Source: an optimization exercise on an open RTL-to-GDS flow (aim: small area, a short achievable clock period and few clock cycles per item). Production flows keep margins and buffers that such runs may drop.
At most, simulation tests tie the RTL to the original design; equivalence was not proved.

==> v26 <==
Design conv_top, start of the top module:
module conv_top (
	input  logic        clk,
	input  logic        rst_n,
	input  logic        filter_valid,
	input  logic        image_valid,
	input  logic [3:0]  image_size,
	input  logic        pad_mode,
	input  logic        act_mode,
	input  logic [7:0]  in_data,
	output logic        out_valid,
	output logic [15:0] out_data
);
clock: 18.0 ns
lec_check: 0
abc_area: 1
cap_margin: 20
core_margin: 2
core_utilization: 40
slew_margin: 20
synth_hierarchical: 1
synth_minimum_keep_size: 0
standard.sh (not shown) runs the stock make flow with config.mk's settings and CLKGATE_MAP_FILE= SYNTH_SCRIPT=/design/flow/synth_recipe.tcl, a recipe that flattens the netlist after the stock synthesis.
==> flow/flow/run.sh <==
#!/bin/bash
# The standard layout, with the resizer's setup repair aimed at a margin below the
# clock period (the period and constraints themselves are unchanged).
set -euo pipefail
bash standard.sh SETUP_SLACK_MARGIN=13 finish > flow_make.log 2>&1
==> v5: changes against v26 <==
==> flow/run.sh (new file) <==
#!/bin/bash
# synth_recipe.tcl (not shown) runs the flow's synth.tcl, then flattens the netlist and writes it again
# the make line also repeats each setting of config.mk as NAME=value (left out here)
make -C /OpenROAD-flow-scripts/flow DESIGN_CONFIG=/design/flow/config.mk WORK_HOME=/design/flow/orfs CLKGATE_MAP_FILE= SYNTH_SCRIPT=/design/flow/synth_recipe.tcl finish
removed: flow/flow/run.sh
removed: flow/standard.sh
==> comparison <==
- Between v26 and v5, the lower count of clock-buffer cells in the layout is in v26 (gap 1).
- Between v5 and v26, the lower utilization is in v5 (gap 1.6 points).
- Of v26 and v5, v26 has the higher final cell count (gap 3.0%, measured against v5).
- In v5 the maximum frequency is lower than in v26, by about 13%.
- Routed wire length: v26 is higher than v5 (2.9%).
- Between v5 and v26, the lower clock skew is in v5 (gap 0.025 ns).
- First-iteration DRC count: v5 is smaller than v26 (2.6%).
- In synthesized area, v5 and v26 do not differ.
No run of this note included a check of the RTL's function; only the layout flow was run.

========
==> run a: inputs <==
conv_top, a different RTL version from the one above (not shown whole).
Design conv_top, start of the top module:
module conv_top (
	input  logic        clk,
	input  logic        rst_n,
	input  logic        filter_valid,
	input  logic        image_valid,
	input  logic [3:0]  image_size,
	input  logic        pad_mode,
	input  logic        act_mode,
	input  logic [7:0]  in_data,
	output logic        out_valid,
	output logic [15:0] out_data
);
==> flow/config.mk <==
export PLATFORM = sky130hd
export DESIGN_NAME = conv_top
export DESIGN_NICKNAME = conv_top
export VERILOG_FILES = /design/flow/design.v
export SDC_FILE = /design/flow/constraint.sdc
export NUM_CORES = 4
export LEC_CHECK = 0
export CAP_MARGIN = 20
export CORE_MARGIN = 2
export CORE_UTILIZATION = 55
export CTS_CLUSTER_DIAMETER = 80
export CTS_CLUSTER_SIZE = 35
export SLEW_MARGIN = 20
export SYNTH_HIERARCHICAL = 1
export SYNTH_MINIMUM_KEEP_SIZE = 0
==> flow/constraint.sdc <==
create_clock -name core_clock -period 18.0 [get_ports {clk}]
set_input_delay 3.6000 -clock core_clock [delete_from_list [all_inputs] [get_ports {clk}]]
set_output_delay 3.6000 -clock core_clock [all_outputs]
set_load 0.01 [all_outputs]
==> flow/flow/run.sh <==
#!/bin/bash
# The standard layout, with the resizer's setup repair aimed at a margin below the
# clock period (the period and constraints themselves are unchanged).
set -euo pipefail
bash standard.sh SETUP_SLACK_MARGIN=13.4 finish > flow_make.log 2>&1
==> run b (differences from run a) <==
--- a/flow/config.mk
+++ b/flow/config.mk
@@ -8,8 +8,8 @@
 export CAP_MARGIN = 20
 export CORE_MARGIN = 2
 export CORE_UTILIZATION = 55
-export CTS_CLUSTER_DIAMETER = 80
-export CTS_CLUSTER_SIZE = 35
+export CTS_CLUSTER_DIAMETER = 60
+export CTS_CLUSTER_SIZE = 25
 export SLEW_MARGIN = 20
 export SYNTH_HIERARCHICAL = 1
 export SYNTH_MINIMUM_KEEP_SIZE = 0
==> summary of the runs <==
- Between run b and run a, the lower wire length is in run a (gap 0.61%, measured against run a).
- In sequential cell count, run a and run b do not differ.
- Between run a and run b, the lower maximum frequency is in run a (gap 1.2%, measured against run b).
- In run b the utilization is higher than in run a, by 0.37 points.
- Against run b, the final cell count of run a is lower by about 0.27%.
Testbench counts of run a, summed over its fixed seeds: cycles 5,996, results 4,631.
Testbench counts of run b, summed over its fixed seeds: cycles 5,996, results 4,631.

========
==> inputs of 06-17 <==
conv_top, a different RTL version from the one above (not shown whole).
==> module conv_top, before the edit <==
module conv_top (
	input  logic        clk,
	input  logic        rst_n,
	input  logic        filter_valid,
	input  logic        image_valid,
	input  logic [3:0]  image_size,
	input  logic        pad_mode,
	input  logic        act_mode,
	input  logic [7:0]  in_data,
	output logic        out_valid,
	output logic [15:0] out_data
);
	logic [3:0]  fcnt;
	logic        fen;
	logic [71:0] weights;
	assign fen = filter_valid && (fcnt != 4'd9);
	always_ff @(posedge clk or negedge rst_n) begin
		if (!rst_n) begin
			fcnt <= '0;
		end else if (!filter_valid) begin
			fcnt <= '0;
		end else if (fen) begin
			fcnt <= fcnt + 4'd1;
		end
	end
	always_ff @(posedge clk) begin
		if (fen) begin
			weights <= {in_data, weights[71:8]};
		end
	end
	logic       active;    
	logic       tail;      
	logic       prod_on;   
	logic [2:0] nm1;       
	logic [5:0] lsel;      
	logic       padm;
	logic       actm;
	logic [2:0] ir, ic;    
	logic [2:0] orow, ocol;
	logic       start;
	logic       shift;
	logic       prod;
	logic       wv;
	logic [23:0] psel_d, psel;
	assign start = image_valid && !active;
	assign shift = image_valid || tail;
	assign prod  = prod_on ? tail || image_valid
	                       : image_valid && !start && (ir == 3'd1) && (ic == 3'd1);
	always_ff @(posedge clk or negedge rst_n) begin
		if (!rst_n) begin
			active  <= 1'b0;
			tail    <= 1'b0;
			prod_on <= 1'b0;
			wv      <= 1'b0;
		end else begin
			wv <= prod;
			if (start) begin
				active <= 1'b1;
			end else if (image_valid && (ic == nm1) && (ir == nm1)) begin
				tail <= 1'b1;
			end
			if (prod) begin
				prod_on <= 1'b1;
				if ((orow == nm1) && (ocol == nm1)) begin
					active  <= 1'b0;
					tail    <= 1'b0;
					prod_on <= 1'b0;
				end
			end
		end
	end
	always_ff @(posedge clk) begin
		if (start) begin
			nm1  <= 3'(image_size - 4'd1);
			padm <= pad_mode;
			actm <= act_mode;
			for (int k = 0; k < 6; k++) lsel[k] <= (image_size == 4'(k + 3));
			ir   <= 3'd0;
			ic   <= 3'd1;
			orow <= 3'd0;
			ocol <= 3'd0;
		end else begin
			if (image_valid) begin
				if (ic == nm1) begin
					ic <= 3'd0;
					ir <= ir + 3'd1;
				end else begin
					ic <= ic + 3'd1;
				end
			end
			if (prod) begin
				if (ocol == nm1) begin
					ocol <= 3'd0;
					orow <= orow + 3'd1;
				end else begin
					ocol <= ocol + 3'd1;
				end
			end
		end
	end
	conv_psel conv_psel_i (
		.top   (orow == 3'd0),
		.bot   (orow == nm1),
		.left  (ocol == 3'd0),
		.right (ocol == nm1),
		.pad   (padm),
		.psel  (psel_d)
	);
	always_ff @(posedge clk) begin
		psel <= psel_d;
	end
	logic [7:0] b0, b1, b2, m0, m1, m2, t0, t1, t2;
	logic [7:0] d [1:5];
	logic [7:0] e [1:5];
	logic [7:0] d_out, e_out;
	always_comb begin
		d_out = lsel[0] ? b2 : 8'd0;
		e_out = lsel[0] ? m2 : 8'd0;
		for (int k = 1; k < 6; k++) begin
			d_out = d_out | (lsel[k] ? d[6-k] : 8'd0);
			e_out = e_out | (lsel[k] ? e[6-k] : 8'd0);
		end
	end
	always_ff @(posedge clk) begin
		if (shift) begin
			b0 <= in_data;
			b1 <= b0;
			b2 <= b1;
			d[5] <= b2;
			for (int k = 1; k < 5; k++) d[k] <= d[k+1];
			m0 <= d_out;
			m1 <= m0;
			m2 <= m1;
			e[5] <= m2;
			for (int k = 1; k < 5; k++) e[k] <= e[k+1];
			t0 <= e_out;
			t1 <= t0;
			t2 <= t1;
		end
	end
	logic [66:0] rows_d, rows;
	logic [18:0] acc_d, acc;
	logic [15:0] res;
	logic        v1, v2;
	conv_mac conv_mac_i (
		.weights (weights),
		.win     ({t2, t1, t0, m2, m1, m0, b2, b1, b0}),
		.psel    (psel),
		.rows    (rows_d)
	);
	always_ff @(posedge clk) begin
		rows <= rows_d;
	end
	conv_sum conv_sum_i (
		.rows (rows),
		.acc  (acc_d)
	);
	always_ff @(posedge clk) begin
		acc <= acc_d;
	end
	conv_act conv_act_i (
		.acc  (acc),
		.actm (actm),
		.res  (res)
	);
	always_ff @(posedge clk) begin
		out_data <= res;
	end
	always_ff @(posedge clk or negedge rst_n) begin
		if (!rst_n) begin
			v1        <= 1'b0;
			v2        <= 1'b0;
			out_valid <= 1'b0;
		end else begin
			v1        <= wv;
			v2        <= v1;
			out_valid <= v2;
		end
	end
endmodule
==> flow/config.mk <==
export PLATFORM = sky130hd
export DESIGN_NAME = conv_top
export DESIGN_NICKNAME = conv_top
export VERILOG_FILES = /design/flow/design.v
export SDC_FILE = /design/flow/constraint.sdc
export NUM_CORES = 4
export LEC_CHECK = 0
export CAP_MARGIN = 20
export CORE_MARGIN = 2
export CORE_UTILIZATION = 55
export CTS_CLUSTER_DIAMETER = 60
export CTS_CLUSTER_SIZE = 25
export SLEW_MARGIN = 20
export SYNTH_HIERARCHICAL = 1
export SYNTH_MINIMUM_KEEP_SIZE = 0
==> flow/constraint.sdc <==
create_clock -name core_clock -period 18.0 [get_ports {clk}]
set_input_delay 3.6000 -clock core_clock [delete_from_list [all_inputs] [get_ports {clk}]]
set_output_delay 3.6000 -clock core_clock [all_outputs]
set_load 0.01 [all_outputs]
==> flow/flow/run.sh <==
#!/bin/bash
# The standard layout, with the resizer's setup repair aimed at a margin below the
# clock period (the period and constraints themselves are unchanged).
set -euo pipefail
bash standard.sh SETUP_SLACK_MARGIN=13.3 finish > flow_make.log 2>&1
==> 04-22 (differences from 06-17) <==
--- a/flow/design.v
+++ b/flow/design.v
@@ -2472,11 +2472,2 @@
 	logic [7:0] e [1:5];
-	logic [7:0] d_out, e_out;
-	always_comb begin
-		d_out = lsel[0] ? b2 : 8'd0;
-		e_out = lsel[0] ? m2 : 8'd0;
-		for (int k = 1; k < 6; k++) begin
-			d_out = d_out | (lsel[k] ? d[6-k] : 8'd0);
-			e_out = e_out | (lsel[k] ? e[6-k] : 8'd0);
-		end
-	end
 	always_ff @(posedge clk) begin
@@ -2487,4 +2478,4 @@
 			d[5] <= b2;
-			for (int k = 1; k < 5; k++) d[k] <= d[k+1];
-			m0 <= d_out;
+			for (int k = 1; k < 5; k++) d[k] <= lsel[k] ? b2 : d[k+1];
+			m0 <= lsel[0] ? b2 : d[1];
 			m1 <= m0;
@@ -2492,4 +2483,4 @@
 			e[5] <= m2;
-			for (int k = 1; k < 5; k++) e[k] <= e[k+1];
-			t0 <= e_out;
+			for (int k = 1; k < 5; k++) e[k] <= lsel[k] ? m2 : e[k+1];
+			t0 <= lsel[0] ? m2 : e[1];
 			t1 <= t0;
--- a/flow/flow/run.sh
+++ b/flow/flow/run.sh
@@ -4,2 +4,2 @@
 set -euo pipefail
-bash standard.sh SETUP_SLACK_MARGIN=13.3 finish > flow_make.log 2>&1
+bash standard.sh SETUP_SLACK_MARGIN=13.4 finish > flow_make.log 2>&1
==> summary of the runs <==
- Register-to-register slack: 04-22 is higher than 06-17 (0.10 ns).
- Against 06-17, the hold slack of 04-22 is higher by 0.0061 ns.
- Against 04-22, the worst setup slack of 06-17 is lower by 0.017 ns.
==> figures <==
item	06-17	04-22
Netlist area before placement	30700 sq um	31100 sq um
N_taps	748	756
Arrival time reported for the critical path endpoint	1.09 ns	1.08 ns
Outcome	finished clean	finished clean
Vertical extent of the die	240 microns	242 microns
Fraction of area in clock buffers and inverters	0.0405	0.0362
Capturing point of the worst reg2reg path	rows[41]	rows[4]
Routed length on met3	6640 microns	7010 microns
Fraction of the yosys area taken by sequential cells	0.329	0.324
Testbench counts of 06-17, summed over its fixed seeds: cycles 5,996, results 4,631.
Testbench counts of 04-22, summed over its fixed seeds: cycles 5,996, results 4,631.

## separate check: timing with driven ports
How much do the figures lean on ideal ports? The routed layouts below were timed once more, with nothing changed but the port constraints.
Step 1, drivers: a clkbuf_16 drives clk and a buf_2 each remaining input, both assumed.
Step 2 moves the port delays by t, midway between the first and last clock arrival at a register: inputs arrive t later, outputs are due t later. That takes back most of the time a late clock gives input paths.
Three values: ideal, step 1, step 2; two values: the first two.
run | t, ns | setup WS [ns] | worst setup path after step 2 | worst register clock-pin slew, ns
v26 | 0.677 | 13.039 / 13.072 / 12.405 | input to register | 0.07 / 0.07
v5 | 0.670 | 12.312 / 12.360 / 11.690 | input to register | 0.08 / 0.08
run a | 0.677 | 13.261 / 13.199 / 12.854 | input to register | 0.12 / 0.12
run b | 0.651 | 13.318 / 13.256 / 12.864 | input to register | 0.10 / 0.10
06-17 | 0.641 | 13.305 / 13.243 / 12.793 | input to register | 0.09 / 0.09
04-22 | 0.643 | 13.322 / 13.259 / 12.844 | input to register | 0.09 / 0.09
After both steps setup and hold are still met in every run listed. For v26, which loses most, drivers alone change the setup slack by +0.033 ns; drivers and shift together by -0.634 ns.
